From an optimization exercise on the open Yosys and OpenROAD flow, aimed at small area, a short achievable clock period and few clock cycles per item; shortcuts taken in it are not production practice. Function was checked by simulation only, so behaviour that the tests miss may differ from the original. Power and IR drop assume default switching activity.

// scanline_nearest_gap_fill
module scanline_nearest_gap_fill (
   input  logic        clock,
   input  logic        reset,
   input  logic        req_push,
   output logic        req_full,
   input  logic [24:0] req_data,
   output logic        rsp_empty,
   input  logic        rsp_pop,
   output logic [61:0] rsp_data,
   input  logic        csr_valid,
   output logic        csr_ready,
   input  logic [12:0] csr_data
);
   logic [12:0] wid_ff;       
   logic [11:0] col_ff;
   logic [11:0] row_ff;
   logic        seen_ff;
   logic [11:0] scol_ff;      
   logic [23:0] sclr_ff;      
   logic        blk_ff;       
   logic        re_ff;        
   logic        e2_ff;        
   logic        past_ff;      
   logic        tok_ff;       
   logic        gbig_ff;      
   logic        cnz_ff;       
   logic        rinc_ff;      
   logic        ov_ff;
   logic [11:0] o_start_ff;
   logic [12:0] o_len_ff;
   logic [23:0] o_clr_ff;
   logic        pb_ff;        
   logic        pt_ff;        
   logic        pu_ff;        
   logic        o_last_ff;
   logic        odd_ff;       
   logic        pend_ff;      
   logic        fk0_ff;       
   logic        fk1_ff;       
   logic        fk2_ff;       
   logic        sampled;
   logic [23:0] new_clr;
   logic        pend;
   logic        out_free;
   logic        accept;
   logic        tail_s;
   logic [11:0] gap;
   logic [12:0] tail_len;
   logic [12:0] wid_in;
   logic [12:0] col_x;
  ...
clock: 5.0 ns
lec_check: 0
cap_margin: 20
core_margin: 2
core_utilization: 66
cts_buf_list: sky130_fd_sc_hd__clkbuf_4 sky130_fd_sc_hd__clkbuf_8
setup_slack_margin: 2.3
slew_margin: 20
standard.sh (not shown) runs the stock make flow with config.mk's settings and CLKGATE_MAP_FILE= SYNTH_SCRIPT=/design/flow/synth_recipe.tcl, a recipe that flattens the netlist after the stock synthesis.
==> flow/flow/run.sh <==
#!/bin/bash
# The standard layout, with the ports buffered by a plain buffer cell
# (buffer_ports otherwise picks sky130_fd_sc_hd__clkdlybuf4s50_1).
set -euo pipefail
export BUFFER_PORTS_ARGS="-buffer_cell sky130_fd_sc_hd__buf_1"
bash standard.sh > standard_flow.log 2>&1
The starting point passed the timing, DRC and antenna checks.
Testbench counts at the start, summed over its fixed seeds: cycles 25,740, runs 12,397.
Edit:
--- a/flow/config.mk
+++ b/flow/config.mk
@@ -10 +10 @@
-export CORE_UTILIZATION = 66
+export CORE_UTILIZATION = 60
Effect: Wire length drops by 4.3%. Synthesized area does not change. Total power came out lower by 2.8%. Design area is about the same. Sequential share of layout area stays flat. Combinational power stays flat. Global-route usage drops by 3.3 points. Sequential power stays flat.
Edit:
--- a/flow/config.mk
+++ b/flow/config.mk
@@ -12 +12 @@
-export SETUP_SLACK_MARGIN = 2.3
+export SETUP_SLACK_MARGIN = 2.38
The new run completed with no timing, DRC or antenna violations.
Synthesized cell count stays the same.
Wire length grows slightly.
Critical path depth stays the same.
Setup slack improved by 35 ps.
Edit:
--- a/flow/config.mk
+++ b/flow/config.mk
@@ -12 +12 @@
-export SETUP_SLACK_MARGIN = 2.38
+export SETUP_SLACK_MARGIN = 2.45
=>
- The new run finished with timing, DRC and antenna clean
- die area does not change
- first-iteration DRC count is higher by 5.3%
- clock power is lower by about 5%
- combinational power is higher by 4.4%
- power is lower by 1.3%
- worst hold slack degrades by 35 ps
- flip-flop and latch count does not change
- sequential share of layout area is lower by 0.38 points
- final cell count is higher by 0.63%
- fmax is higher by 0.61%
- count of clock-buffer cells in the layout does not change
Edit:
--- a/flow/config.mk
+++ b/flow/config.mk
@@ -12 +12 @@
-export SETUP_SLACK_MARGIN = 2.45
+export SETUP_SLACK_MARGIN = 2.15
Result:
- The new run finished clean
- hold slack barely changes
- sequential power barely changes
- cell area is lower by about 5%
- global-route usage decreases by 0.72 points
- routed wire length goes down by 4.7%

* * *

## oak
scanline_nearest_gap_fill, a different RTL version from the one above (not shown whole).
For scale: ~860 cells after synthesis, about 140 flip-flops, roughly 110 I/O pins, roughly 8500 sq um of cells after synthesis.
Settings: LEC_CHECK=0, CAP_MARGIN=20, CORE_MARGIN=2, CORE_UTILIZATION=60, CTS_BUF_LIST=sky130_fd_sc_hd__clkbuf_8 sky130_fd_sc_hd__clkbuf_16, CTS_CLUSTER_DIAMETER=80, CTS_CLUSTER_SIZE=40, SETUP_SLACK_MARGIN=2.55, SLEW_MARGIN=20; clock period 5.0 ns.
Scripts as last shown in full above: flow/flow/run.sh
oak reached the final stage; the timing, DRC and antenna checks on its layout passed.
Testbench counts of oak, summed over its fixed seeds: cycles 25,740, runs 12,397.
Setup changes, oak to pine
- CTS_CLUSTER_DIAMETER removed (was 80)
- CTS_CLUSTER_SIZE removed (was 40)
- CTS_BUF_LIST changed from sky130_fd_sc_hd__clkbuf_8 sky130_fd_sc_hd__clkbuf_16 to sky130_fd_sc_hd__clkbuf_4 sky130_fd_sc_hd__clkbuf_8
- SETUP_SLACK_MARGIN changed from 2.55 to 2.45
Findings:
pine finished all stages; the layout is clean. Going from oak to pine, final critical-path required period increased 33 ps, total design power -350 uW, global routing met2 resource utilization has decreased, final non-filler cell area now smaller, routed via count moved down. Against oak, pine reports a non-clock buffer count that is lower. Going from oak to pine, number of nets in the finished design shrank slightly.
diff inputs: pine => birch
- SETUP_SLACK_MARGIN changed from 2.45 to 2.55
- CORE_UTILIZATION changed from 60 to 40
### Flow results
Total global routing track utilization in birch is 8.3 points below pine.
Relative to pine, number of gates on the worst path with buffers counted has increased by 6 in birch.
[birch vs pine] final area: higher in birch
Between pine and birch, detailed-routed wire length on met2 decreased.
[inputs] maple vs birch
- CORE_UTILIZATION changed from 40 to 75
### Flow results
- Run status, maple: aborted in global routing, error GRT-0232
- Compared with birch, in maple floorplan die width decreased by 26% relative to the old numbers, HPWL after detailed placement has increased, post-placement cell count fell by 135.
- Post-detailed-placement cell area: maple < birch
- Measured against maple, the weighted congestion reported at the end of routability-driven placement of birch comes out at 0.892 times the reference value.
[inputs] cedar vs maple
- a change of CORE_UTILIZATION from 75 to 60
[summary]
Per the final summary, cedar finished and its layout is clean on timing, DRC and antenna.
Looking at worst setup timing slack at the placement stage, cedar sits above maple.
Of cedar and maple, it is cedar that has the higher y dimension of the die.
cedar vs maple: cell area after placement up in cedar

## afterwards: timing with drivers on the ports
The results above use ideal ports. As a check the final layouts listed here were re-extracted and re-timed, cells and wires unchanged.
Step 1 (the two cells are an assumption about what drives the block):
set clk [get_ports {clock}]
set_driving_cell -lib_cell sky130_fd_sc_hd__clkbuf_16 $clk
set_driving_cell -lib_cell sky130_fd_sc_hd__buf_2 [delete_from_list [all_inputs] $clk]
Step 2, shift: input delay + t, output delay - t, t = (earliest + latest rising clock arrival at the registers) / 2. This alone moves slack from input paths to output paths.
Slacks: ideal / step 1 / step 2; pairs: ideal / step 1.
run	t (ns)	setup WS [ns]	clock arrival spread, ns	worst register clock-pin slew, ns
the first run of note 1	0.487	2.343 / 2.313 / 1.981	0.011 / 0.011	0.08 / 0.08
the second run of note 1	0.479	2.362 / 2.339 / 1.969	0.010 / 0.009	0.08 / 0.08
the third run of note 1	0.494	2.397 / 2.365 / 1.975	0.010 / 0.010	0.09 / 0.09
the fourth run of note 1	0.498	2.413 / 2.381 / 1.962	0.011 / 0.012	0.09 / 0.09
the fifth run of note 1	0.487	2.207 / 2.207 / 1.932	0.012 / 0.012	0.08 / 0.08
oak	0.466	2.494 / 2.448 / 2.068	0.010 / 0.011	0.07 / 0.07
pine	0.489	2.462 / 2.405 / 2.064	0.015 / 0.015	0.09 / 0.09
birch	0.490	2.463 / 2.432 / 2.104	0.023 / 0.023	0.11 / 0.11
cedar	0.493	2.497 / 2.447 / 2.050	0.015 / 0.016	0.09 / 0.09
After both steps every run listed still meets setup and hold. The setup slack of the fourth run of note 1, which loses most, moves by -0.032 ns with the drivers and by -0.451 ns with both steps.
